Source: an optimization exercise on an open RTL-to-GDS flow (aim: small area). Production flows keep margins and buffers that such runs may drop.
Where RTL was checked, it was by simulation tests only, not by an equivalence proof against the original.
Function not checked in run 5: the RTL went through the layout flow alone.
Power figures rest on the tool's default switching activity, not on a simulated workload. The flow treats the clock pin as an ideal source, which a real chip does not have.

==> flow/flow/run.sh <==
#!/bin/bash
# Standard ORFS layout with three changes: yosys/abc buffers are removed at floorplan
# (repair_design re-buffers what needs it), ports get the smallest buffer cell, and
# CTS adds no dummy loads. Each tool's output stays in orfs/logs; make's own output
# goes to standard.log.
set -euo pipefail
export REMOVE_ABC_BUFFERS=1
export RECOVER_POWER=100
export POST_GLOBAL_ROUTE_TCL="$PWD/flow/post_grt.tcl"
export BUFFER_PORTS_ARGS="-buffer_cell sky130_fd_sc_hd__buf_1"
export CTS_ARGS="-sink_clustering_enable -repair_clock_nets -sink_clustering_size 30 -sink_clustering_max_diameter 80 -buf_list sky130_fd_sc_hd__clkbuf_16 -dont_use_dummy_load"
bash standard.sh > standard.log 2>&1
==> flow/flow/post_grt.tcl <==
# After power recovery has downsized gates with slack, fix any slew or load
# that the downsizing pushed over the limits, then setup timing again.
global_route -start_incremental
repair_design -slew_margin 5 -cap_margin 5 -match_cell_footprint -verbose
detailed_placement
global_route -end_incremental
estimate_parasitics -global_routing
global_route -start_incremental
repair_timing -setup -setup_margin 0.1 -match_cell_footprint -verbose
detailed_placement
global_route -end_incremental
estimate_parasitics -global_routing
==> flow/standard.sh <==
#!/bin/bash
# synth_recipe.tcl (not shown) runs the flow's synth.tcl, then flattens the netlist and writes it again
# the make line also repeats each setting of config.mk as NAME=value (left out here)
make -C /OpenROAD-flow-scripts/flow DESIGN_CONFIG=/design/flow/config.mk WORK_HOME=/design/flow/orfs CLKGATE_MAP_FILE= SYNTH_SCRIPT=/design/flow/synth_recipe.tcl "${@:-finish}"
==> flow/config.mk <==
export PLATFORM = sky130hd
export DESIGN_NAME = bp_top
export DESIGN_NICKNAME = bp_top
export VERILOG_FILES = /design/flow/design.v
export SDC_FILE = /design/flow/constraint.sdc
export NUM_CORES = 4
export LEC_CHECK = 0
export CAP_MARGIN = 5
export CORE_MARGIN = 2
export CORE_UTILIZATION = 65
export CTS_BUF_LIST = sky130_fd_sc_hd__clkbuf_16
export CTS_CLUSTER_DIAMETER = 80
export CTS_CLUSTER_SIZE = 30
export GPL_TIMING_DRIVEN = 0
export PLACE_DENSITY = 0.8
export SETUP_SLACK_MARGIN = 0.1
export SLEW_MARGIN = 5
export SYNTH_HIERARCHICAL = 1
==> flow/constraint.sdc <==
create_clock -name core_clock -period 7.0 [get_ports {clk}]
set_input_delay 1.4000 -clock core_clock [delete_from_list [all_inputs] [get_ports {clk}]]
set_output_delay 1.4000 -clock core_clock [all_outputs]
set_load 0.01 [all_outputs]
==> flow/design.v <==
`timescale 1ns/1ps
package bp_pkg;
	typedef logic [5:0] alu_op_t;
	localparam alu_op_t OP_BEQ = 6'b001011;
	localparam alu_op_t OP_BLT = 6'b001100;
	localparam alu_op_t OP_BGE = 6'b001101;
	localparam int PC_W = 32;
	typedef logic [PC_W-1:0] pc_t;
	localparam int MAX_IDX_W = 8;
	localparam int TAG_W = 4;
	localparam int MAX_HIST = 32;
	typedef logic [1:0] ctr2_t;
	localparam ctr2_t BASE_INIT = 2'd2;
	typedef logic [2:0] ctr3_t;
	localparam ctr3_t CTR3_TAKEN_MIN = 3'd4;
	localparam ctr3_t ALLOC_TAKEN = 3'd4;
	localparam ctr3_t ALLOC_NOT_TAKEN = 3'd3;
	typedef enum logic [1:0] {
		PROV_BASE = 2'd0,
		PROV_T1 = 2'd1,
		PROV_T2 = 2'd2
	} provider_e;
	typedef struct packed {
		logic valid;
		logic [TAG_W-1:0] tag;
		ctr3_t ctr;
	} tage_entry_t;
	typedef struct packed {
		logic hit;
		ctr3_t ctr;
	} tag_lookup_t;
	typedef struct packed {
		logic valid;
		logic [MAX_IDX_W-1:0] base_idx;
		logic [MAX_IDX_W-1:0] t1_idx;
		logic [TAG_W-1:0] t1_tag;
		logic [MAX_IDX_W-1:0] t2_idx;
		logic [TAG_W-1:0] t2_tag;
		provider_e provider;
		logic pred_taken;
		ctr3_t prov_ctr;
	} branch_rec_t;
	function automatic ctr2_t ctr2_next(input ctr2_t c, input logic up);
		if (up && (c != 2'd3))
			ctr2_next = c + 2'd1;
		else if (!up && (c != 2'd0))
			ctr2_next = c - 2'd1;
		else
			ctr2_next = c;
	endfunction
	function automatic ctr3_t ctr3_next(input ctr3_t c, input logic up);
		if (up && (c != 3'd7))
			ctr3_next = c + 3'd1;
		else if (!up && (c != 3'd0))
			ctr3_next = c - 3'd1;
		else
			ctr3_next = c;
	endfunction
	function automatic logic [MAX_IDX_W-1:0] fold_hist(input logic [MAX_HIST-1:0] hist,
			input int len, input int width);
		logic [MAX_IDX_W-1:0] res;
		res = '0;
		for (int i = 0; i < MAX_HIST; i++) begin
			if (i < len)
				res[i % width] = res[i % width] ^ hist[i];
		end
		fold_hist = res;
	endfunction
endpackage
`timescale 1ns/1ps
module bp_fold (
	input logic [15:0] i_hist,
	output logic [4:0] o_f1_idx,
	output logic [3:0] o_f1_tag,
	output logic [4:0] o_f2_idx,
	output logic [3:0] o_f2_tag
);
	assign o_f1_idx = bp_pkg::fold_hist(32'(i_hist[7:0]), 8, 5);
	assign o_f1_tag = bp_pkg::fold_hist(32'(i_hist[7:0]), 8, 4);
	assign o_f2_idx = bp_pkg::fold_hist(32'(i_hist), 16, 5);
	assign o_f2_tag = bp_pkg::fold_hist(32'(i_hist), 16, 4);
endmodule
`timescale 1ns/1ps
module bp_dec5p (
	input logic [4:0] i_a,
	output logic [31:0] o_y
);
	always_comb begin
		for (int i = 0; i < 32; i++)
			o_y[i] = (i_a == 5'(i));
	end
endmodule
module bp_aor32x4 (
	input logic [31:0] i_sel,
	input logic [127:0] i_d,
	output logic [3:0] o_y
);
	logic [3:0] part [4];
	for (genvar k = 0; k < 4; k++) begin : g_part
		bp_aor8w4 u_part (.i_sel(i_sel[8*k +: 8]), .i_d(i_d[32*k +: 32]), .o_y(part[k]));
	end
	for (genvar b = 0; b < 4; b++) begin : g_bit
		logic [1:0] l3;
		bp_nor2 u_nor0 (.i_a(part[0][b]), .i_b(part[1][b]), .o_y(l3[0]));
		bp_nor2 u_nor1 (.i_a(part[2][b]), .i_b(part[3][b]), .o_y(l3[1]));
		bp_nand2 u_out (.i_a(l3[0]), .i_b(l3[1]), .o_y(o_y[b]));
	end
endmodule
module bp_aor8w4 (
	input logic [7:0] i_sel,
	input logic [31:0] i_d,
	output logic [3:0] o_y
);
	always_comb begin
		o_y = '0;
		for (int i = 0; i < 8; i++)
			o_y = o_y | ({4{i_sel[i]}} & i_d[i*4 +: 4]);
	end
endmodule
`timescale 1ns/1ps
module bp_dec5 (
	input logic [4:0] i_a,
	input logic [4:0] i_b,
	output logic [31:0] o_y
);
	logic [4:0] idx;
	assign idx = i_a ^ i_b;
	always_comb begin
		for (int i = 0; i < 32; i++)
			o_y[i] = (idx == 5'(i));
	end
endmodule
module bp_aor32n (
	input logic [31:0] i_sel,
	input logic [255:0] i_d,
	output logic [7:0] o_yn
);
	for (genvar b = 0; b < 8; b++) begin : g_bit
		logic [10:0] l1;
		logic [2:0] l2;
		for (genvar k = 0; k < 10; k++) begin : g_l1
			bp_aoi222 u_aoi (
				.i_s0(i_sel[3*k]), .i_d0(i_d[(3*k)*8 + b]),
				.i_s1(i_sel[3*k+1]), .i_d1(i_d[(3*k+1)*8 + b]),
				.i_s2(i_sel[3*k+2]), .i_d2(i_d[(3*k+2)*8 + b]),
				.o_y(l1[k])
			);
		end
		bp_aoi22 u_last (
			.i_a(i_sel[30]), .i_b(i_d[30*8 + b]),
			.i_c(i_sel[31]), .i_d(i_d[31*8 + b]),
			.o_y(l1[10])
		);
		bp_nand4 u_n0 (.i_a(l1[0]), .i_b(l1[1]), .i_c(l1[2]), .i_d(l1[3]), .o_y(l2[0]));
		bp_nand4 u_n1 (.i_a(l1[4]), .i_b(l1[5]), .i_c(l1[6]), .i_d(l1[7]), .o_y(l2[1]));
		bp_nand3 u_n2 (.i_a(l1[8]), .i_b(l1[9]), .i_c(l1[10]), .o_y(l2[2]));
		bp_nor3 u_out (.i_a(l2[0]), .i_b(l2[1]), .i_c(l2[2]), .o_y(o_yn[b]));
	end
endmodule
module bp_aoi222 (
	input logic i_s0,
	input logic i_d0,
	input logic i_s1,
	input logic i_d1,
	input logic i_s2,
	input logic i_d2,
	output logic o_y
);
	assign o_y = ~((i_s0 & i_d0) | (i_s1 & i_d1) | (i_s2 & i_d2));
endmodule
module bp_nand3 (
	input logic i_a,
	input logic i_b,
	input logic i_c,
	output logic o_y
);
	assign o_y = ~(i_a & i_b & i_c);
endmodule
module bp_nor3 (
	input logic i_a,
	input logic i_b,
	input logic i_c,
	output logic o_y
);
	assign o_y = ~(i_a | i_b | i_c);
endmodule
module bp_aoi22 (
	input logic i_a,
	input logic i_b,
	input logic i_c,
	input logic i_d,
	output logic o_y
);
	assign o_y = ~((i_a & i_b) | (i_c & i_d));
endmodule
module bp_nand4 (
	input logic i_a,
	input logic i_b,
	input logic i_c,
	input logic i_d,
	output logic o_y
);
	assign o_y = ~(i_a & i_b & i_c & i_d);
endmodule
module bp_nor2 (
	input logic i_a,
	input logic i_b,
	output logic o_y
);
	assign o_y = ~(i_a | i_b);
endmodule
module bp_nand2 (
	input logic i_a,
	input logic i_b,
	output logic o_y
);
	assign o_y = ~(i_a & i_b);
endmodule
`timescale 1ns/1ps
`timescale 1ns/1ps
`timescale 1ns/1ps
module bp_top (
	input logic clk,
	input logic rst_n,
	input bp_pkg::alu_op_t i_alu_op,
	input bp_pkg::pc_t i_pc,
	input bp_pkg::pc_t i_imm,
	input logic i_resolve,
	input logic i_taken,
	output logic o_pred_taken,
	output bp_pkg::pc_t o_next_pc
);
	logic [15:0] hist_q;
	logic [1:0] base_q [64];
	logic [31:0] t1_v_q;
	logic [3:0] t1_tag_q [32];
	logic [2:0] t1_ctr_q [32];
	logic [31:0] t2_v_q;
	logic [3:0] t2_tag_q [32];
	logic [2:0] t2_ctr_q [32];
	logic rec_v_q;
	logic [5:0] rec_base_idx_q;
	logic [4:0] rec_t1_idx_q;
	logic [3:0] rec_t1_tag_q;
	logic [4:0] rec_t2_idx_q;
	logic [3:0] rec_t2_tag_q;
	logic rec_p1_q;    
	logic rec_p2_q;    
	logic [2:0] rec_ctr_q;
	logic [4:0] f1_idx, f2_idx;
	logic [3:0] f1_tag, f2_tag;
	bp_fold u_fold (
		.i_hist(hist_q),
		.o_f1_idx(f1_idx),
		.o_f1_tag(f1_tag),
		.o_f2_idx(f2_idx),
		.o_f2_tag(f2_tag)
	);
	logic [5:0] base_idx;
	logic [4:0] t1_idx, t2_idx;
	logic [3:0] t1_tag, t2_tag;
	assign base_idx = i_pc[7:2];
	assign t1_idx = i_pc[6:2] ^ f1_idx;
	assign t2_idx = i_pc[6:2] ^ f2_idx;
	assign t1_tag = i_pc[10:7] ^ f1_tag;
	assign t2_tag = i_pc[10:7] ^ f2_tag;
	logic [1:0] base_rd;
	logic [2:0] t1_ctr, t2_ctr;
	logic t1_hit, t2_hit;
	logic [31:0] t1_sel, t2_sel;
	logic [255:0] t1_flat, t2_flat;
	logic [7:0] t1_ent, t2_ent;
	always_comb begin
		for (int i = 0; i < 32; i++) begin
			t1_flat[i*8 +: 8] = {t1_v_q[i], t1_tag_q[i], t1_ctr_q[i]};
			t2_flat[i*8 +: 8] = {t2_v_q[i], t2_tag_q[i], t2_ctr_q[i]};
		end
	end
	bp_dec5 u_t1_dec (.i_a(i_pc[6:2]), .i_b(f1_idx), .o_y(t1_sel));
	bp_dec5 u_t2_dec (.i_a(i_pc[6:2]), .i_b(f2_idx), .o_y(t2_sel));
	logic [7:0] t1_ent_n, t2_ent_n;
	bp_aor32n u_t1_rd (.i_sel(t1_sel), .i_d(t1_flat), .o_yn(t1_ent_n));
	bp_aor32n u_t2_rd (.i_sel(t2_sel), .i_d(t2_flat), .o_yn(t2_ent_n));
	assign t1_ent = ~t1_ent_n;
	assign t2_ent = ~t2_ent_n;
	logic [31:0] base_sel;
	logic [127:0] base_flat;
	logic [3:0] base_row;
	always_comb begin
		for (int i = 0; i < 64; i++)
			base_flat[i*2 +: 2] = base_q[i];
	end
	bp_dec5p u_base_dec (.i_a(base_idx[5:1]), .o_y(base_sel));
	bp_aor32x4 u_base_rd (.i_sel(base_sel), .i_d(base_flat), .o_y(base_row));
	assign base_rd = base_idx[0] ? base_row[3:2] : base_row[1:0];
	assign t1_ctr = t1_ent[2:0];
	assign t2_ctr = t2_ent[2:0];
	assign t1_hit = t1_ent[7] && (t1_ent[6:3] == t1_tag);
	assign t2_hit = t2_ent[7] && (t2_ent[6:3] == t2_tag);
	logic is_branch;
	logic prov_dir;
	logic [2:0] prov_ctr;
	assign is_branch = (i_alu_op == bp_pkg::OP_BEQ) || (i_alu_op == bp_pkg::OP_BLT) ||
		(i_alu_op == bp_pkg::OP_BGE);
	always_comb begin
		if (t2_hit)
			prov_ctr = t2_ctr;
		else if (t1_hit)
			prov_ctr = t1_ctr;
		else
			prov_ctr = {1'b0, ~base_rd[1], base_rd[0]};
	end
	assign prov_dir = (t2_hit || t1_hit) ? prov_ctr[2] : prov_ctr[1];
	assign o_pred_taken = is_branch && prov_dir;
	assign o_next_pc = o_pred_taken ? (i_pc + i_imm) : i_pc;
	logic upd, rec_dir, mispred;
	logic base_we, t1_we, t2_we;
	logic [1:0] base_wd;
	logic [2:0] t1_wd, t2_wd;
	logic [2:0] alloc_ctr;
	logic [2:0] step3;
	logic [1:0] step2;
	assign upd = i_resolve && rec_v_q;
	assign rec_dir = (rec_p1_q || rec_p2_q) ? rec_ctr_q[2] : rec_ctr_q[1];
	assign mispred = rec_dir != i_taken;
	assign alloc_ctr = i_taken ? 3'd4 : 3'd3;
	assign step3 = bp_pkg::ctr3_next(rec_ctr_q, i_taken);
	assign step2 = bp_pkg::ctr2_next(rec_ctr_q[1:0], i_taken);
	assign base_we = upd && !rec_p1_q && !rec_p2_q;
	assign t1_we = upd && (rec_p1_q || (!rec_p2_q && mispred));
	assign t2_we = upd && (rec_p2_q || (rec_p1_q && mispred));
	assign base_wd = {~step2[1], step2[0]};
	assign t1_wd = rec_p1_q ? step3 : alloc_ctr;
	assign t2_wd = rec_p2_q ? step3 : alloc_ctr;
	always_ff @(posedge clk or negedge rst_n) begin
		if (!rst_n) begin
			for (int i = 0; i < 64; i++)
				base_q[i] <= 2'd0;
		end else if (base_we) begin
			base_q[rec_base_idx_q] <= base_wd;
		end
	end
	always_ff @(posedge clk or negedge rst_n) begin
		if (!rst_n) begin
			t1_v_q <= '0;
			t2_v_q <= '0;
		end else begin
			for (int i = 0; i < 32; i++) begin
				if (t1_we && (rec_t1_idx_q == 5'(i)))
					t1_v_q[i] <= 1'b1;
				if (t2_we && (rec_t2_idx_q == 5'(i)))
					t2_v_q[i] <= 1'b1;
			end
		end
	end
	always_ff @(posedge clk) begin
		if (t1_we) begin
			t1_tag_q[rec_t1_idx_q] <= rec_t1_tag_q;
			t1_ctr_q[rec_t1_idx_q] <= t1_wd;
		end
		if (t2_we) begin
			t2_tag_q[rec_t2_idx_q] <= rec_t2_tag_q;
			t2_ctr_q[rec_t2_idx_q] <= t2_wd;
		end
	end
	always_ff @(posedge clk or negedge rst_n) begin
		if (!rst_n)
			hist_q <= '0;
		else if (i_resolve)
			hist_q <= {hist_q[14:0], i_taken};
	end
	always_ff @(posedge clk or negedge rst_n) begin
		if (!rst_n)
			rec_v_q <= 1'b0;
		else if (is_branch)
			rec_v_q <= 1'b1;
		else if (i_resolve)
			rec_v_q <= 1'b0;
	end
	always_ff @(posedge clk) begin
		if (is_branch) begin
			rec_base_idx_q <= base_idx;
			rec_t1_idx_q <= t1_idx;
			rec_t1_tag_q <= t1_tag;
			rec_t2_idx_q <= t2_idx;
			rec_t2_tag_q <= t2_tag;
			rec_p1_q <= t1_hit && !t2_hit;
			rec_p2_q <= t2_hit;
			rec_ctr_q <= prov_ctr;
		end
	end
endmodule
==> results.yml, run 1 <==
run_status:
  status: "finished clean"
layout:
  fin_nets: 2433
  syn2layout_area_growth_pct: 7.848
  drive_above_1_share_pct: 10.60
  num_antenna_cells: 0
  nFillCells: 2922
  seq_area_um2: 19560
  multi_input_area_um2: 9524
  final-instance-count-excl-fill: 2913
worst_setup_path:
  critPathRequiredTime_ps: 5600
  reg2regPathDepth: 14
  cp_max_fo: 19
  r2r_slack_ps: 2940
  startpoint_type: "primary input"
  r2r_start: "hist_q[4]"
  cp.arrival_ps: 5440
  criticalPathCategory: "in2out"
  crit_path_end_kind: "output pin"
  timing.rr.end: "rec_ctr_q[1]"
power:
  leakage_uw: 0.01130
  p_total_uw: 9643
  powerDensity_nw_per_um2: 306.6
  ir_worst_vdd_mv: 0.3649
sta:
  slew_violations: 0
  clock_skew_ps: 73.93
  setup_viol: 0
  relSlewSlack_pct: 18.93
  fin_crit_ps: 6836
  hold_ws_ps: 469.7
  fin_crit_sh_pct: 97.65
  worst_slack_ps: 164.4
  max_slew.worst_pin.slew_ps: 1216
  hold_violations: 0
  fmax_ghz: 0.1463
logic_synthesis:
  synth_flop_cell: "edfxtp_1"
  ys_ff_latch: 686
  syn_avg_cell_area_um2: 13.25
  yosys.cell_count.top_type: "edfxtp_1"
  yosysTopAreaCell: "edfxtp_1"
  yosysTopAreaCellShare_pct: 49.12
  ys_top_cells_by_area: "edfxtp_1, dfrtp_1, a222oi_1"
  yosysWarnings: 14
  syn_area_um2: 29160
  ys_async_sr_fraction_pct: 30.47
  synth_enable_flop_cells: 477
  synth_cell_types: 72
  syn_inst: 2201
  seq_area_frac_synth_pct: 67.05
  synth_common_cells: "edfxtp_1, nor2_1, dfrtp_1"
hold_path:
  min_to: "t1_v_q[8]"
  hold_class: "reg2reg"
  min_from: "t1_v_q[8]"
  hold_path_depth: 1
floorplanning:
  die_w_um: 215.8
  die_height_um: 215.8
  pin_count: 107
  core_um2: 44220
  start_util_pct: 65.95
  die_area_um2: 46570
  rows: 77
clock_network:
  insertion_delay_ps: 610
  numCtsBuffers: 29
  post-cts-setup-buffer-count: 6
  cts-root-buf: "clkbuf_16"
  cts_tree: "done"
  cts_max_level: 1
  cts_hold_buf: 0
  path_clk_slew_ps: 50
  cts_resized: 33
  cts.path.max_buffers: 3
  clock-sinks: 686
place:
  place_ws_ps: -1145
  dp_hpwl_mm: 50.14
  placed_cells: 2864
  routabilityCongestion: 0.9327
  numPortBuffers: 106
global_routing:
  grtUsageTotal_pct: 30.54
  grt_max_degree: 39
  grt_overflow: 0
  grt_pass1_vias: 19300
  antenna_found_initial: 2
  grt_pass1_wl_mm: 109.4
drt:
  wire_per_inst_um: 24.67
  drtPass1Iterations: 9
  drc: 0
  vias: 20080
  route.detailed.vias_per_inst: 6.893
  drt_iter0_drc: 3179
  route.final.wire_length_mm: 71.85
  detail-route-antenna-nets: 0
flow_run:
  drv_cap: 0
-- worst max-delay path by stage --
| stage | from | end | slack (ps) | cells past startpoint |
|---|---|---|---|---|
| final | i_pc[2] | o_next_pc[31] | 160 | 17 |
| after CTS | hist_q[4] | o_next_pc[31] | 120 | 19 |
| after detailed placement | i_pc[3] | o_next_pc[31] | -1140 | 17 |
| after global placement | rst_n | t1_v_q[1] | -5540 | 1 |
| after floorplan | i_pc[6] | o_next_pc[31] | 580 | 13 |
-- layer usage --
layer  up-vias  wire length [µm]  global-route usage, %
met5         -                30                      0
met4         4              3396                  13.10
met3       239              6711                  3.805
met2      1227             34580                  49.30
met1      9822             27140                  42.52
li1       8787                 -                      -
-- sequential cells by signal, indices dropped and copies added, names as in the netlist, 6 cells and up --
name	flops
base_q	128
hist_q	16
rec_base_idx_q	6
t1_ctr_q	96
t1_tag_q	128
t1_v_q	32
t2_ctr_q	96
t2_tag_q	128
t2_v_q	32
-- through the flow --
| step | cell area (µm²) | util [%] | TNS [ps] |
|---|---|---|---|
| 2_1_floorplan | 28930 | - | 0 |
| 3_3_place_gp | 30070 | 67.99 | -1197490 |
| 3_5_place_dp | 30430 | 68.81 | -24750 |
| 4_1_cts | 31310 | 70.80 | 0 |
| 6_report | 31450 | 71.12 | 0 |
-- final cells by class --
class	count	share of cell area [%]
multi-input cells	1445	30.28
clock buffers	29	2.307
repair buffers	144	2.662
inverters	17	0.2029
flip-flops and latches	686	62.19
well taps	592	2.355
-- cells in the final DEF (no fill, tap or decap), types with 18 or more instances in the layout --
| cell type | count |
|---|---|
| nor2b_1 | 18 |
| nor3_1 | 19 |
| or2_2 | 69 |
| dfrtp_1 | 205 |
| nand3_1 | 49 |
| a22oi_1 | 66 |
| xnor2_1 | 32 |
| nand4_1 | 60 |
| buf_1 | 94 |
| clkbuf_16 | 29 |
| edfxtp_1 | 477 |
| o21ai_0 | 121 |
| nor2_1 | 242 |
| a222oi_1 | 160 |
| ha_1 | 35 |
| a21oi_1 | 92 |
| nand2_1 | 200 |
| mux2_2 | 23 |
| xor2_1 | 47 |
-- logic make-up (layout without fill, tap and decap cells) --
group | after synthesis | in the layout | synth area share, %
XOR/XNOR | 96 | 96 | 3.227
AND/OR/NAND/NOR | 759 | 759 | 12.50
flip-flops | 686 | 686 | 67.05
buffers and inverters | 70 | 190 | 1.017
adder cells (fa/ha/maj) | 36 | 36 | 1.570
AO/OA/AOI/OAI | 528 | 528 | 13.62
multiplexers | 26 | 26 | 1.013
-- critical path, stage by stage --
cell	delay, ps
clkbuf_4	270
xor2_1	280
nand2_2	220
nor2_1	680
a222oi_1	310
nand4_1	180
nor3_1	90
nor2b_1	140
mux2_1	350
nor3b_4	190
o31ai_4	290
buf_12	150
buf_8	150
inv_2	80
and4_1	180
or3_1	300
buf_1	140
-- power breakdown --
group          switching [µW]  internal, µW  total, µW
sequential                124          4450       4580
clock                    1140           741       1880
combinational            2010          1180       3190
-- per-module statistics from Yosys (local to each module, per instance), a selection --
module     area [µm²]  flops+latches  cells inside
bp_nor2         3.754              0             1
bp_top          25330            686          1689
bp_aor8w4       145.1              0            20
bp_aoi222       10.01              0             1
bp_dec5         262.8              0            54
bp_nor3         10.01              0             1
bp_aoi22        12.51              0             1
bp_nand4        6.256              0             1
bp_dec5p        221.5              0            47
bp_nand2        3.754              0             1
bp_fold         216.5              0            25
bp_nand3        5.005              0             1
==> run 2: changes to the inputs <==
--- a/flow/flow/post_grt.tcl
+++ b/flow/flow/post_grt.tcl
@@ -8,3 +8,3 @@
 global_route -start_incremental
-repair_timing -setup -setup_margin 0.1 -match_cell_footprint -verbose
+repair_timing -setup -setup_margin 0.05 -match_cell_footprint -verbose
 detailed_placement
--- a/flow/config.mk
+++ b/flow/config.mk
@@ -14,4 +14,3 @@
 export GPL_TIMING_DRIVEN = 0
-export PLACE_DENSITY = 0.8
-export SETUP_SLACK_MARGIN = 0.1
+export SETUP_SLACK_MARGIN = 0.05
 export SLEW_MARGIN = 5
==> run 2 against run 1 <==
Against the previous run:
- still clean
- area after synthesis stayed put
- synthesized cell count is the same
- die area did not move
- combinational power is 4% lower
- worst setup slack better by 33 ps
- critical path depth is the same
- clock skew down 13 ps
- global-route usage is 1.5 points higher
- final cell count about the same
- register-to-register slack better by 20 ps
- maximum frequency rose by 0.49%
- first-iteration DRC count down 3.6%
- critical path type unchanged
- critical endpoint unchanged
==> results.yml, run 2 <==
drt:
  route.final.wire_length_mm: 74.48
  detail-route-antenna-nets: 0
  route.met3.wl_mm: 6.510
  wire_per_inst_um: 25.59
  drc: 0
  route.detailed.vias_per_inst: 6.816
  drt_iter0_drc: 3066
  drtPass1Iterations: 6
  vias: 19840
  m1WireLength_mm: 30.15
  wl_met2_mm: 34.85
  highest-signal-layer: "met4"
clock_network:
  cts.path.max_buffers: 3
  cts_resized: 45
  clock-sinks: 686
  cts-root-buf: "clkbuf_16"
  post-cts-setup-buffer-count: 2
  cts_max_level: 2
  cts_tree: "done"
  insertion_delay_ps: 590
  numCtsBuffers: 34
  cts_hold_buf: 0
  path_clk_slew_ps: 80
global_routing:
  grt_pass1_vias: 19080
  antenna_found_initial: 0
  grtUsageTotal_pct: 32.02
  grt_max_degree: 42
  grt_pass1_wl_mm: 113.2
  grt_overflow: 0
layout:
  final-instance-count-excl-fill: 2911
  final_common_cell: "edfxtp_1"
  largestRegisters: "base_q (128), t1_tag_q (128), t2_tag_q (128)"
  num_antenna_cells: 0
  layout_common_cells: "edfxtp_1, nor2_1, dfrtp_1"
  drive_above_1_share_pct: 10.82
  syn2layout_area_growth_pct: 8.083
  fin_nets: 2431
sta:
  fmax_ghz: 0.1470
  relSlewSlack_pct: 14.97
  setup_viol: 0
  hold_violations: 0
  hold_ws_ps: 472.4
  clock_skew_ps: 61.41
  fin_crit_ps: 6802
  slew_violations: 0
  max_slew.worst_pin.slew_ps: 1264
  fin_crit_sh_pct: 97.17
logic_synthesis:
  syn_avg_cell_area_um2: 13.25
  syn_inst: 2201
  ys_top_cells_by_area: "edfxtp_1, dfrtp_1, a222oi_1"
  synth_cell_types: 72
  ys_ff_latch: 686
  yosysWarnings: 14
  synth_flop_cell: "edfxtp_1"
  yosysTopAreaCell: "edfxtp_1"
  synth_enable_flop_cells: 477
  seq_area_frac_synth_pct: 67.05
  yosysTopAreaCellShare_pct: 49.12
  ys_async_sr_fraction_pct: 30.47
  synth_common_cells: "edfxtp_1, nor2_1, dfrtp_1"
  syn_area_um2: 29160
  yosys.cell_count.top_type: "edfxtp_1"
worst_setup_path:
  cp_max_fo: 29
  cp.arrival_ps: 5400
  path_cells: "buf_4 > xor2_1 > nand3_1 > nor2_1 > a222oi_1 > nand4_1 > nor3_2 > xnor3_1 > nor2_1 > nand2_1 > inv_2 > o31ai_4 > buf_16 > inv_2 > and4_1 > or3_1 > buf_1"
  cpPeakStageDelay_ps: 520
  startpoint_type: "primary input"
  reg2regPathDepth: 14
  crit_path_end_kind: "output pin"
  slowest_stage: "a222oi_1"
  criticalPathCategory: "in2out"
  critPathRequiredTime_ps: 5600
place:
  routabilityCongestion: 0.9521
  numPortBuffers: 106
  placed_cells: 2863
  dp_hpwl_mm: 52.86
power:
  leakage_uw: 0.01133
  powerDensity_nw_per_um2: 306.9
  ir_worst_vdd_mv: 0.2927
run_status:
  status: "finished clean"
hold_path:
  hold_class: "reg2reg"
  hold_path_depth: 1
floorplanning:
  die_area_um2: 46570
  core_um2: 44220
  die_w_um: 215.8
  pin_count: 107
  start_util_pct: 65.95
  die_height_um: 215.8
  rows: 77
flow_run:
  drv_cap: 0
==> run 2: changes by cell type in the layout (fill, tap and decap cells not counted), sizes merged <==
cell,previous run,this run
clkbuf,49,50
buf,124,121
==> run 2: kinds of logic after synthesis <==
family | count (synthesis) | synth area share [%]
and+or+nand+nor | 759 | 12.50
DFF | 686 | 67.05
AOI/OAI and AO/OA | 528 | 13.62
xor gates and xnor gates | 96 | 3.227
buffers and inverters | 70 | 1.017
adders and majority gates | 36 | 1.570
muxes | 26 | 1.013
==> run 2: routing by layer <==
layer  track usage [%]  vias up
met2             50.66     1014
met3             4.341      154
met5                 0        -
met1             46.34     9888
li1                  -     8785
met4             11.31        0
==> run 2: cell type report <==
type,instances,area [µm²]
Timing Repair Buffer,137,778.2
Tap cell,592,740.7
Multi-Input combinational cell,1445,9529
Sequential cell,686,19560
Inverter,17,63.81
Fill cell,2987,12700
Clock buffer,34,850.8
==> run 2: Yosys stat by module, one instance, submodules excluded, excerpt <==
module | cells | area, µm² | flip-flops and latches
bp_dec5p | 47 | 221.5 | 0
bp_dec5 | 54 | 262.8 | 0
bp_fold | 25 | 216.5 | 0
bp_nand3 | 1 | 5.005 | 0
bp_aoi222 | 1 | 10.01 | 0
bp_nor2 | 1 | 3.754 | 0
bp_aor8w4 | 20 | 145.1 | 0
bp_nand2 | 1 | 3.754 | 0
==> run 2: final timing paths <==
path / from / to / slack (ps)
setup / recovery: i_pc[6] / o_next_pc[31] / 200
setup reg to reg: hist_q[2] / rec_ctr_q[1] / 2960
max in group asynchronous: rst_n / hist_q[3] / 4140
hold / removal: t2_v_q[10] / t2_v_q[10] / 470
min in group asynchronous: rst_n / base_q[51][1] / 900
hold reg to reg: t2_v_q[10] / t2_v_q[10] / 470
==> run 2: metrics by stage <==
stage / util [%] / worst slack [ps] / instance area [µm²] / setup TNS (ps) / total power, µW
after floorplan: - / 581.5 / 28930 / 0 / 6472
after global placement: 67.99 / -5798 / 30070 / -1257950 / 7404
after detailed placement: 68.89 / -947.6 / 30470 / -19320 / 7480
after CTS: 71.05 / 56.90 / 31420 / 0 / 9534
final: 71.28 / 197.9 / 31520 / 0 / 9672
==> run 2: report_power, final <==
group / switching (µW) / leakage (µW) / internal, µW
sequential: 116 / 0.00715 / 4450
combinational: 1950 / 0.00376 / 1100
clock: 1180 / 0.000419 / 874
total: 3250 / 0.0113 / 6420
==> run 2: critical path, delay by kind of cell <==
kind,cells,cell delay (ps)
simple gates,8,1840
xor+xnor,2,370
buf+inv,5,850
compound gates,2,920
==> run 3: changes to the inputs <==
--- a/flow/config.mk
+++ b/flow/config.mk
@@ -14,2 +14,3 @@
 export GPL_TIMING_DRIVEN = 0
+export PLACE_DENSITY = 0.7
 export SETUP_SLACK_MARGIN = 0.05
==> run 3 against run 2 <==
Against the previous run:
- clock-buffer cell count unchanged
- wire length unchanged
- synthesized cell count unchanged
- critical endpoint unchanged
- area after synthesis unchanged
- die area unchanged
- critical path type unchanged
- global-route usage unchanged
- still clean on timing, DRC and antenna
- combinational power about the same
- largest cell class unchanged
- cell area unchanged
==> results.yml, run 3 <==
run_status:
  status: "finished clean"
global_routing:
  grt_use_met3_pct: 4.341
  antenna_found_initial: 0
  grt_pass1_wl_mm: 113.2
  grt_pass1_vias: 19080
  top_usage_layer: "met2"
  grt_use_met2_pct: 50.66
  met1_usage_pct: 46.34
  grt_overflow: 0
  grtUsageTotal_pct: 32.02
  grt_max_degree: 42
sta:
  hold_violations: 0
  clock_skew_ps: 61.41
  setup_viol: 0
  fmax_ghz: 0.1470
  relSlewSlack_pct: 14.97
  fin_crit_ps: 6802
  tns_ps: 0
  fin_crit_sh_pct: 97.17
  slew_violations: 0
  max_slew.worst_pin.slew_ps: 1264
worst_setup_path:
  crit_path_end_kind: "output pin"
  startpoint_type: "primary input"
  path_delay_family: "simple AND/OR/NAND/NOR gates"
  cp.arrival_ps: 5400
  path_cells: "buf_4 > xor2_1 > nand3_1 > nor2_1 > a222oi_1 > nand4_1 > nor3_2 > xnor3_1 > nor2_1 > nand2_1 > inv_2 > o31ai_4 > buf_16 > inv_2 > and4_1 > or3_1 > buf_1"
  r2r_slack_ps: 2960
  critPathRequiredTime_ps: 5600
  path_buf_inv: 5
  timing.rr.end: "rec_ctr_q[1]"
  r2r_start: "hist_q[2]"
  criticalPathCategory: "in2out"
  cp_max_fo: 29
  reg2regPathDepth: 14
  slowest_stage: "a222oi_1"
  cpPeakStageDelay_ps: 520
floorplanning:
  die_height_um: 215.8
  rows: 77
  die_area_um2: 46570
  pin_count: 107
  die_w_um: 215.8
  core_um2: 44220
  start_util_pct: 65.95
layout:
  layout_common_cells: "edfxtp_1, nor2_1, dfrtp_1"
  fin_nets: 2431
  largestRegisters: "base_q (128), t1_tag_q (128), t2_tag_q (128)"
  final-instance-count-excl-fill: 2911
  syn2layout_area_growth_pct: 8.083
  final_common_cell: "edfxtp_1"
  drive_above_1_share_pct: 10.82
  design_area_um2: 31520
  nFillCells: 2987
  num_antenna_cells: 0
logic_synthesis:
  yosys.cell_count.top_type: "edfxtp_1"
  seq_area_frac_synth_pct: 67.05
  ys_async_sr_fraction_pct: 30.47
  ys_top_cells_by_area: "edfxtp_1, dfrtp_1, a222oi_1"
  yosysTopAreaCell: "edfxtp_1"
  synth_enable_flop_cells: 477
  synth_common_cells: "edfxtp_1, nor2_1, dfrtp_1"
  syn_avg_cell_area_um2: 13.25
  synth_flop_cell: "edfxtp_1"
  ys_ff_latch: 686
  syn_area_um2: 29160
  yosysTopAreaCellShare_pct: 49.12
  syn_inst: 2201
  synth_cell_types: 72
  yosysWarnings: 14
drt:
  drt_iter0_drc: 3066
  drc: 0
  route.detailed.vias_per_inst: 6.816
  drtPass1Iterations: 6
  vias: 19840
  detail-route-antenna-nets: 0
  wire_per_inst_um: 25.59
  route.final.wire_length_mm: 74.48
clock_network:
  cts-root-buf: "clkbuf_16"
  cts_resized: 45
  post-cts-setup-buffer-count: 2
  cts_hold_buf: 0
  cts.path.max_buffers: 3
  path_clk_slew_ps: 80
  cts_max_level: 2
  clock-sinks: 686
  insertion_delay_ps: 590
  cts_tree: "done"
  numCtsBuffers: 34
place:
  numPortBuffers: 106
  placed_cells: 2863
  dp_hpwl_mm: 52.86
  routabilityCongestion: 0.9521
  dpl_cell_area_um2: 30470
power:
  powerDensity_nw_per_um2: 306.9
  leakage_uw: 0.01133
  ir_worst_vdd_mv: 0.2927
  p_total_uw: 9672
hold_path:
  min_from: "t2_v_q[10]"
  hold_path_depth: 1
  min_to: "t2_v_q[10]"
  hold_class: "reg2reg"
flow_run:
  drv_cap: 0
[run 3: cell counts after synthesis]
Identical to the previous run, type by type.
[run 3: kinds of logic (layout without fill, tap and decap cells)]
kind of cell	after synthesis	after routing	share of synthesized area, %
multiplexers	26	26	1.013
flip-flops	686	686	67.05
adder cells (fa/ha/maj)	36	36	1.570
XOR/XNOR	96	96	3.227
AND/OR/NAND/NOR	759	759	12.50
AO/OA/AOI/OAI	528	528	13.62
buffers and inverters	70	188	1.017
[run 3: power breakdown]
group          switching [µW]  leakage [µW]  total (µW)  internal, µW
combinational            1950       0.00376        3050          1100
clock                    1180      0.000419        2050           874
sequential                116       0.00715        4570          4450
[run 3: layer usage]
layer,up-vias,wire [µm],part of all wire [%]
met5,-,0,0
met4,0,2962,4.0
met3,154,6510,8.7
met2,1014,34850,47
met1,9888,30150,40
li1,8785,-,-
[run 3: Yosys stat by module, one instance, submodules excluded, excerpt]
module     times used  flops+latches  cell area (µm²)
bp_aoi22           16              0            12.51
bp_aoi222         160              0            10.01
bp_aor8w4           4              0            145.1
bp_dec5             2              0            262.8
bp_dec5p            1              0            221.5
bp_fold             1              0            216.5
bp_nand2            4              0            3.754
bp_nand3           16              0            5.005
bp_nand4           32              0            6.256
bp_nor2             8              0            3.754
bp_nor3            16              0            10.01
bp_top              1            686            25330
[run 3: metrics by stage]
step | hold WS (ps) | utilization [%] | worst slack (ps)
after floorplan | 438.4 | - | 581.5
after global placement | 450.5 | 67.99 | -5798
after detailed placement | 452.1 | 68.89 | -947.6
after CTS | 471.3 | 71.05 | 56.90
final | 472.4 | 71.28 | 197.9
[run 3: layout make-up]
class | instances | area (µm²) | area share [%]
flip-flops and latches | 686 | 19560 | 62.05
multi-input cells | 1445 | 9529 | 30.23
clock buffers | 34 | 850.8 | 2.699
repair buffers | 137 | 778.2 | 2.469
well taps | 592 | 740.7 | 2.350
inverters | 17 | 63.81 | 0.2025
[run 3: how the worst max path moves through the flow]
stage | start | endpoint | slack [ps] | depth (start not counted)
after floorplan | i_pc[6] | o_next_pc[31] | 580 | 13
after global placement | rst_n | t2_v_q[19] | -5800 | 1
after detailed placement | i_pc[3] | o_next_pc[31] | -950 | 16
after CTS | i_pc[5] | o_next_pc[31] | 60 | 16
final | i_pc[6] | o_next_pc[31] | 200 | 17
==> run 4: changes to the inputs <==
--- a/flow/config.mk
+++ b/flow/config.mk
@@ -14,3 +14,3 @@
 export GPL_TIMING_DRIVEN = 0
-export PLACE_DENSITY = 0.7
+export PLACE_DENSITY = 0.75
 export SETUP_SLACK_MARGIN = 0.05
==> run 4 against run 3 <==
Against the previous run:
- clock-buffer cell count decreased by 4
- sequential cell count unchanged
- maximum frequency decreased by 1.1%
- global-route usage decreased by 1.1 points
- clock power decreased by 7%
- sequential share of layout area decreased by 0.20 points
- final cell count increased by 0.27%
- via count about the same
- die area unchanged
==> results.yml, run 4 <==
run_status:
  status: "finished clean"
power:
  p_clk_share_pct: 19.8
  p_sw_share_pct: 33.50
  switchingPower_uw: 3234
  seq_power_share_pct: 47.3
  powerDensity_nw_per_um2: 305.2
  internal-power_uw: 6419
  leakage_uw: 0.01135
  pwr-share-comb_pct: 32.9
  ir_worst_vdd_mv: 0.2594
worst_setup_path:
  cpPeakStageDelay_ps: 570
  cp_max_fo: 28
  path_cells: "buf_6 > xnor2_1 > nand3_1 > nor2_2 > a222oi_1 > nand4_1 > nor3_2 > nor2b_1 > mux2_4 > nor3b_4 > o31ai_4 > buf_12 > buf_16 > inv_2 > o221ai_1 > or3_1 > buf_1"
  reg2regPathDepth: 14
  cp.arrival_ps: 5480
  crit_path_end_kind: "output pin"
  startpoint_type: "primary input"
  slowest_stage: "a222oi_1"
  criticalPathCategory: "in2out"
  critPathRequiredTime_ps: 5600
logic_synthesis:
  synth_compound_area_share_pct: 13.62
  synth_top_family_by_area: "compound AO/OA/AOI/OAI gates"
  syn_area_um2: 29160
  yosysTopAreaCellShare_pct: 49.12
  seq_area_frac_synth_pct: 67.05
  synth_fa_ha_area_share_pct: 1.570
  yosys.area_share.simple_pct: 12.50
  synthXorXnorAreaFrac_pct: 3.226
  ys_ff_latch: 686
  syn_avg_cell_area_um2: 13.25
  yosysTopAreaCell: "edfxtp_1"
  ys_async_sr_fraction_pct: 30.47
  syn_inst: 2201
  ys_top_cells_by_area: "edfxtp_1, dfrtp_1, a222oi_1"
  synthMuxAreaShare_pct: 1.013
  yosysWarnings: 14
  synth_enable_flop_cells: 477
  synth_cell_types: 72
  yosys.cell_count.top_type: "edfxtp_1"
  synth_common_cells: "edfxtp_1, nor2_1, dfrtp_1"
  synth_flop_cell: "edfxtp_1"
place:
  numPortBuffers: 106
  routabilityCongestion: 0.9162
  placed_cells: 2863
  dpl_cell_area_um2: 30460
  dp_hpwl_mm: 50.77
layout:
  final-instance-count-excl-fill: 2919
  layout_common_cells: "edfxtp_1, nor2_1, dfrtp_1"
  drive_above_1_share_pct: 12.12
  largestRegisters: "base_q (128), t1_tag_q (128), t2_tag_q (128)"
  fin_nets: 2439
  final_common_cell: "edfxtp_1"
  num_antenna_cells: 0
  syn2layout_area_growth_pct: 8.448
  design_area_um2: 31630
sta:
  setup_viol: 0
  hold_ws_ps: 471.8
  slew_violations: 0
  fin_crit_ps: 6881
  tns_ps: 0
  clock_skew_ps: 32.24
  hold_violations: 0
  fin_crit_sh_pct: 98.30
  max_slew.worst_pin.slew_ps: 1366
  relSlewSlack_pct: 8.111
  fmax_ghz: 0.1453
clock_network:
  path_clk_slew_ps: 80
  cts_hold_buf: 0
  cts_resized: 35
  post-cts-setup-buffer-count: 2
  numCtsBuffers: 30
  cts_tree: "done"
  clock-sinks: 686
  cts_max_level: 1
  cts-root-buf: "clkbuf_16"
  insertion_delay_ps: 610
  cts.path.max_buffers: 3
global_routing:
  grt_max_degree: 39
  grt_pass1_vias: 19030
  met1_usage_pct: 43.39
  top_usage_layer: "met2"
  grt_overflow: 0
  grtUsageTotal_pct: 30.87
  grt_pass1_wl_mm: 110.8
  antenna_found_initial: 1
  grt_use_met2_pct: 51.59
  grt_use_met3_pct: 3.608
drt:
  route.final.wire_length_mm: 72.27
  detail-route-antenna-nets: 0
  drt_iter0_drc: 3042
  route.detailed.vias_per_inst: 6.801
  drtPass1Iterations: 7
  vias: 19850
  wire_per_inst_um: 24.76
  drc: 0
floorplanning:
  rows: 77
  die_w_um: 215.8
  pin_count: 107
  die_area_um2: 46570
  core_um2: 44220
  die_height_um: 215.8
  start_util_pct: 65.95
flow_run:
  drv_cap: 0
hold_path:
  hold_path_depth: 1
  hold_class: "reg2reg"
run 4: cell counts after synthesis:
Identical to the previous run, type by type.
run 4: path summary, 6_finish.rpt:
path                            startpoint       endpoint  slack (ps)
worst min-delay path            t2_v_q[25]     t2_v_q[25]         470
max in group asynchronous            rst_n      hist_q[1]        4600
worst max register to register   hist_q[2]   rec_ctr_q[0]        2920
worst min register to register  t2_v_q[25]     t2_v_q[25]         470
min in group asynchronous            rst_n  base_q[56][0]         590
worst max-delay path               i_pc[6]  o_next_pc[31]         120
run 4: cell families (layout without fill, tap and decap cells):
family / after synthesis / in the layout
AOI/OAI and AO/OA: 528 / 528
muxes: 26 / 26
xor gates and xnor gates: 96 / 96
adders and majority gates: 36 / 36
and+or+nand+nor: 759 / 759
DFF: 686 / 686
buffers and inverters: 70 / 196
run 4: layer usage:
metal,part of all wire [%],up-vias
li1,-,8800
met4,3.3,2
met5,0.017,-
met1,40,9801
met3,8.5,136
met2,48,1113
run 4: cell type report:
class / instances / area [µm²]
clock buffer: 30 / 750.7
fill: 2972 / 12600
inverter: 17 / 63.81
multi-input combinational: 1445 / 9590
sequential: 686 / 19560
tap: 592 / 740.7
timing repair buffer: 149 / 922.1
run 4: stage by stage:
step           total power [µW]  setup slack, ps  utilization (%)
2_1_floorplan              6472            581.5                -
3_3_place_gp               7341            -5703            67.99
3_5_place_dp               7437            -1152            68.88
4_1_cts                    9328            70.29            70.80
6_report                   9653            119.1            71.52
run 4: Yosys stat by module (local to each module, per instance), excerpt:
| module | cells inside | copies in the design | flip-flops and latches |
|---|---|---|---|
| bp_dec5p | 47 | 1 | 0 |
| bp_fold | 25 | 1 | 0 |
| bp_aoi222 | 1 | 160 | 0 |
| bp_nor2 | 1 | 8 | 0 |
| bp_nor3 | 1 | 16 | 0 |
| bp_nand3 | 1 | 16 | 0 |
run 4: worst max-delay path: cells and delay by family:
kind	cells	cell delay, ps
simple gates	7	1950
compound gates	3	810
buf+inv	5	780
mux	1	250
xor+xnor	1	210
run 4: power by group through the flow:
stage / sequential, µW / combinational [µW] / clock, µW
after floorplan: 4600 / 1870 / 0
after global placement: 4640 / 2700 / 0
after detailed placement: 4640 / 2800 / 0
after CTS: 4560 / 2850 / 1920
final: 4570 / 3180 / 1910
==> run 5: changes to the inputs <==
--- a/flow/design.v
+++ b/flow/design.v
@@ -119,2 +119,9 @@
 endmodule
+module bp_nor2 (
+	input logic i_a,
+	input logic i_b,
+	output logic o_y
+);
+	assign o_y = ~(i_a | i_b);
+endmodule
 `timescale 1ns/1ps
@@ -138,4 +145,4 @@
 	for (genvar b = 0; b < 8; b++) begin : g_bit
-		logic [10:0] l1;
-		logic [2:0] l2;
+		logic [9:0] l1;
+		logic [1:0] l2;
 		for (genvar k = 0; k < 10; k++) begin : g_l1
@@ -148,13 +155,25 @@
 		end
-		bp_aoi22 u_last (
-			.i_a(i_sel[30]), .i_b(i_d[30*8 + b]),
-			.i_c(i_sel[31]), .i_d(i_d[31*8 + b]),
-			.o_y(l1[10])
-		);
 		bp_nand4 u_n0 (.i_a(l1[0]), .i_b(l1[1]), .i_c(l1[2]), .i_d(l1[3]), .o_y(l2[0]));
 		bp_nand4 u_n1 (.i_a(l1[4]), .i_b(l1[5]), .i_c(l1[6]), .i_d(l1[7]), .o_y(l2[1]));
-		bp_nand3 u_n2 (.i_a(l1[8]), .i_b(l1[9]), .i_c(l1[10]), .o_y(l2[2]));
-		bp_nor3 u_out (.i_a(l2[0]), .i_b(l2[1]), .i_c(l2[2]), .o_y(o_yn[b]));
+		bp_aor_tail u_tail (
+			.i_p0(l2[0]), .i_p1(l2[1]), .i_l8(l1[8]), .i_l9(l1[9]),
+			.i_s30(i_sel[30]), .i_d30(i_d[30*8 + b]),
+			.i_s31(i_sel[31]), .i_d31(i_d[31*8 + b]),
+			.o_yn(o_yn[b])
+		);
 	end
 endmodule
+module bp_aor_tail (
+	input logic i_p0,
+	input logic i_p1,
+	input logic i_l8,
+	input logic i_l9,
+	input logic i_s30,
+	input logic i_d30,
+	input logic i_s31,
+	input logic i_d31,
+	output logic o_yn
+);
+	assign o_yn = ~(i_p0 | i_p1 | ~(i_l8 & i_l9 & ~((i_s30 & i_d30) | (i_s31 & i_d31))));
+endmodule
 module bp_aoi222 (
@@ -170,27 +189,2 @@
 endmodule
-module bp_nand3 (
-	input logic i_a,
-	input logic i_b,
-	input logic i_c,
-	output logic o_y
-);
-	assign o_y = ~(i_a & i_b & i_c);
-endmodule
-module bp_nor3 (
-	input logic i_a,
-	input logic i_b,
-	input logic i_c,
-	output logic o_y
-);
-	assign o_y = ~(i_a | i_b | i_c);
-endmodule
-module bp_aoi22 (
-	input logic i_a,
-	input logic i_b,
-	input logic i_c,
-	input logic i_d,
-	output logic o_y
-);
-	assign o_y = ~((i_a & i_b) | (i_c & i_d));
-endmodule
 module bp_nand4 (
@@ -204,9 +198,2 @@
 endmodule
-module bp_nor2 (
-	input logic i_a,
-	input logic i_b,
-	output logic o_y
-);
-	assign o_y = ~(i_a | i_b);
-endmodule
 module bp_nand2 (
--- a/flow/flow/run.sh
+++ b/flow/flow/run.sh
@@ -10,3 +10,3 @@
 export BUFFER_PORTS_ARGS="-buffer_cell sky130_fd_sc_hd__buf_1"
-export CTS_ARGS="-sink_clustering_enable -repair_clock_nets -sink_clustering_size 30 -sink_clustering_max_diameter 80 -buf_list sky130_fd_sc_hd__clkbuf_16 -dont_use_dummy_load"
+export CTS_ARGS="-sink_clustering_enable -repair_clock_nets -sink_clustering_size 30 -sink_clustering_max_diameter 100 -buf_list sky130_fd_sc_hd__clkbuf_16 -dont_use_dummy_load"
 bash standard.sh > standard.log 2>&1
--- a/flow/flow/post_grt.tcl
+++ b/flow/flow/post_grt.tcl
@@ -8,3 +8,3 @@
 global_route -start_incremental
-repair_timing -setup -setup_margin 0.05 -match_cell_footprint -verbose
+repair_timing -setup -setup_margin 0.1 -match_cell_footprint -verbose
 detailed_placement
--- a/flow/config.mk
+++ b/flow/config.mk
@@ -14,4 +14,4 @@
 export GPL_TIMING_DRIVEN = 0
-export PLACE_DENSITY = 0.75
-export SETUP_SLACK_MARGIN = 0.05
+export PLACE_DENSITY = 0.8
+export SETUP_SLACK_MARGIN = 0.1
 export SLEW_MARGIN = 5
==> run 5 against run 4 <==
Against the previous run:
- still clean
- synthesized cell count stayed put
- clock power down 5%
- global-route usage shrank 0.96 points
- register-to-register slack lost 200 ps
- cell area is 1.5% higher
- critical path type is now reg2out
- critical endpoint is now o_next_pc[30]
- largest power group unchanged
==> results.yml, run 5 <==
drt:
  drtPass1Iterations: 9
  wire_per_inst_um: 24.47
  route.final.wire_length_mm: 72.34
  detail-route-antenna-nets: 0
  vias: 20310
  drt_iter0_drc: 3398
  route.detailed.vias_per_inst: 6.869
  drc: 0
logic_synthesis:
  ys_top_cells_by_area: "edfxtp_1, dfrtp_1, a222oi_1"
  synthXorXnorAreaFrac_pct: 3.231
  synth_compound_area_share_pct: 13.44
  ys_async_sr_fraction_pct: 30.47
  syn_area_um2: 29120
  synth_cell_types: 72
  yosys.area_share.simple_pct: 12.58
  synth_fa_ha_area_share_pct: 1.573
  syn_avg_cell_area_um2: 13.23
  yosysTopAreaCellShare_pct: 49.19
  yosysWarnings: 14
  synthMuxAreaShare_pct: 1.014
  synth_flop_cell: "edfxtp_1"
  yosys.cell_count.top_type: "edfxtp_1"
  synth_top_family_by_area: "compound AO/OA/AOI/OAI gates"
  ys_ff_latch: 686
  synth_enable_flop_cells: 477
  synth_common_cells: "edfxtp_1, nor2_1, nand2_1"
  syn_inst: 2201
  seq_area_frac_synth_pct: 67.15
  yosysTopAreaCell: "edfxtp_1"
place:
  routabilityCongestion: 0.9074
  placed_cells: 2865
  place_ws_ps: -979.5
  numPortBuffers: 106
  dp_hpwl_mm: 48.81
clock_network:
  clock-sinks: 686
  insertion_delay_ps: 620
  cts.path.max_buffers: 3
  path_clk_slew_ps: 110
  cts_tree: "done"
  cts_resized: 59
  post-cts-setup-buffer-count: 10
  numCtsBuffers: 27
  cts_hold_buf: 0
  cts-root-buf: "clkbuf_16"
  cts_max_level: 1
worst_setup_path:
  cp_num_cells: 19
  slowest_stage: "a222oi_1"
  path_cells: "xor2_4 > xor2_4 > xor2_4 > nand2_4 > buf_4 > nor2_4 > a222oi_1 > nand4_1 > nor4_2 > xnor3_1 > nor2_1 > nand2_4 > inv_4 > o31ai_4 > buf_6 > buf_8 > bufbuf_16 > o41ai_1 > buf_1"
  startpoint_type: "flop"
  path_delay_family: "simple AND/OR/NAND/NOR gates"
  timing.rr.end: "rec_ctr_q[2]"
  cp.arrival_ps: 5480
  r2r_slack_ps: 2720
  crit_path_end: "o_next_pc[30]"
  cp_max_fo: 12
  critical_path.most_common_cell: "xor2_4"
  crit_path_end_kind: "output pin"
  path_buf_inv: 6
  critPathRequiredTime_ps: 5600
  r2r_start: "hist_q[1]"
  cpPeakStageDelay_ps: 530
  reg2regPathDepth: 16
  crit_start: "hist_q[1]"
  criticalPathCategory: "reg2out"
sta:
  tns_ps: 0
  relSlewSlack_pct: 16.71
  max_slew.worst_pin.slew_ps: 1249
  fmax_ghz: 0.1453
  fin_crit_ps: 6883
  hold_violations: 0
  slew_violations: 0
  worst_slack_ps: 116.5
  fin_crit_sh_pct: 98.34
  setup_viol: 0
  hold_ws_ps: 475.2
  clock_skew_ps: 90.55
power:
  ir_worst_vdd_mv: 0.3281
  pwr-share-comb_pct: 37.3
  leakage_uw: 0.01168
  p_clk_share_pct: 17.8
  p_sw_share_pct: 34.67
  internal-power_uw: 6662
  switchingPower_uw: 3535
  seq_power_share_pct: 45.0
  powerDensity_nw_per_um2: 317.7
floorplanning:
  start_util_pct: 65.85
  rows: 77
  die_w_um: 215.7
  core_um2: 44220
  die_area_um2: 46510
  die_height_um: 215.7
  pin_count: 107
global_routing:
  grt_use_met3_pct: 5.130
  grt_pass1_wl_mm: 108.6
  grtUsageTotal_pct: 29.91
  grt_max_degree: 41
  grt_use_met2_pct: 47.88
  antenna_found_initial: 1
  met1_usage_pct: 42.36
  top_usage_layer: "met2"
  grt_pass1_vias: 19520
  grt_overflow: 0
layout:
  fin_nets: 2475
  final_common_cell: "edfxtp_1"
  drive_above_1_share_pct: 14.18
  syn2layout_area_growth_pct: 10.21
  layout_common_cells: "edfxtp_1, nand2_1, nor2_1"
  largestRegisters: "base_q (128), t1_tag_q (128), t2_tag_q (128)"
  utilization_pct: 72.58
  final-instance-count-excl-fill: 2956
run_status:
  status: "finished clean"
flow_run:
  drv_cap: 0
hold_path:
  hold_class: "reg2reg"
==> run 5: changes by cell type after synthesis, sizes merged <==
cell / previous run / this run
nor3: 35 / 19
nand2: 208 / 224
a22o: 0 / 16
nand3: 51 / 35
nor4: 6 / 22
a22oi: 82 / 66
==> run 5: metal layers <==
metal  wire length [µm]  vias to the layer above
met1              27280                     9983
met4               2562                        0
li1                   -                     8857
met3               8215                      187
met2              34280                     1279
met5                  0                        -
==> run 5: cells by family (layout without fill, tap and decap cells) <==
kind of cell             after synthesis  after routing
AO/OA/AOI/OAI                        528            528
XOR/XNOR                              96             96
adder cells (fa/ha/maj)               36             36
buffers and inverters                 70            232
flip-flops                           686            686
multiplexers                          26             26
other                                  0              1
AND/OR/NAND/NOR                      759            759
==> run 5: power by group through the flow <==
stage	Clock (µW)	Sequential [µW]	Combinational [µW]
CTS	1820	4570	2930
finish	1810	4580	3800
global placement	0	4640	2700
detailed placement	0	4640	2780
floorplan	0	4600	1890
==> run 5: final cells by class <==
| class | instances | area [µm²] |
|---|---|---|
| antenna | 1 | 2.502 |
| timing repair buffer | 188 | 1255 |
| inverter | 17 | 68.82 |
| sequential | 686 | 19560 |
| tap | 592 | 740.7 |
| fill | 2725 | 12130 |
| multi-input combinational | 1445 | 9791 |
| clock buffer | 27 | 675.6 |
==> run 5: through the flow <==
step	power, µW	instance area, µm²
floorplan	6494	28890
global placement	7341	30030
detailed placement	7429	30420
CTS	9319	31390
finish	10200	32100
==> run 5: Yosys stat by module, one instance, submodules excluded, excerpt <==
module / flops+latches / cell area, µm² / times used
bp_aoi222: 0 / 10.01 / 160
bp_aor8w4: 0 / 145.1 / 4
bp_aor_tail: 0 / 25.02 / 16
bp_dec5: 0 / 262.8 / 2
bp_dec5p: 0 / 221.5 / 1
bp_fold: 0 / 216.5 / 1
bp_nand2: 0 / 3.754 / 4
bp_nand4: 0 / 6.256 / 32
bp_nor2: 0 / 3.754 / 8
bp_top: 686 / 25330 / 1
==> run 5: how the worst min path moves through the flow <==
stage	from	endpoint	slack (ps)	cells past startpoint
after floorplan	t1_v_q[0]	t1_v_q[0]	440	1
after global placement	t1_v_q[12]	t1_v_q[12]	450	1
after detailed placement	t2_v_q[26]	t2_v_q[26]	450	1
final	t1_v_q[28]	t1_v_q[28]	480	1
after CTS	t1_v_q[28]	t1_v_q[28]	470	1
==> run 5: worst reg2reg max path, delay by kind of cell, from the launching register on <==
kind / cells / cell delay, ps
buffers and inverters: 3 / 440
AND/OR/NAND/NOR: 7 / 1380
XOR/XNOR: 4 / 1060
AO/OA/AOI/OAI: 2 / 660
flip-flops: 1 / 480

[what the ideal ports hide]
No port has a modelled driver above. Below, the same layouts with a new extraction and two added sets of constraints.
Step 1 sets driving cells, clkbuf_16 on the clock port and buf_2 on the other inputs (assumed; they add their load-dependent delay and slew).
Step 2 adds t to the input delays and takes it off the output delays; t is the mean of the earliest and latest rising clock arrival at the registers after step 1. Input paths then give back, and output paths get back, about the clock's delay inside the block.
Slacks: no drivers / after step 1 / after step 2; pairs: no drivers / after step 1.
run	t, ns	setup WS [ns]	worst setup path at the end	clock arrival spread, ns	worst data-port slew with drivers (ns)
run 1	0.640	0.164 / 0.088 / 0.088	input to output	0.088 / 0.088	0.10
run 2	0.615	0.198 / 0.172 / 0.172	input to output	0.066 / 0.066	0.10
run 3	0.615	0.198 / 0.172 / 0.172	input to output	0.066 / 0.066	0.10
run 4	0.653	0.119 / 0.083 / 0.083	input to output	0.044 / 0.044	0.08
run 5	0.637	0.117 / 0.061 / 0.074	input to output	0.094 / 0.094	0.09
After both steps every run listed still meets setup and hold. The setup slack of run 1, which loses most, moves by -0.076 ns with the drivers and by -0.076 ns with both steps.
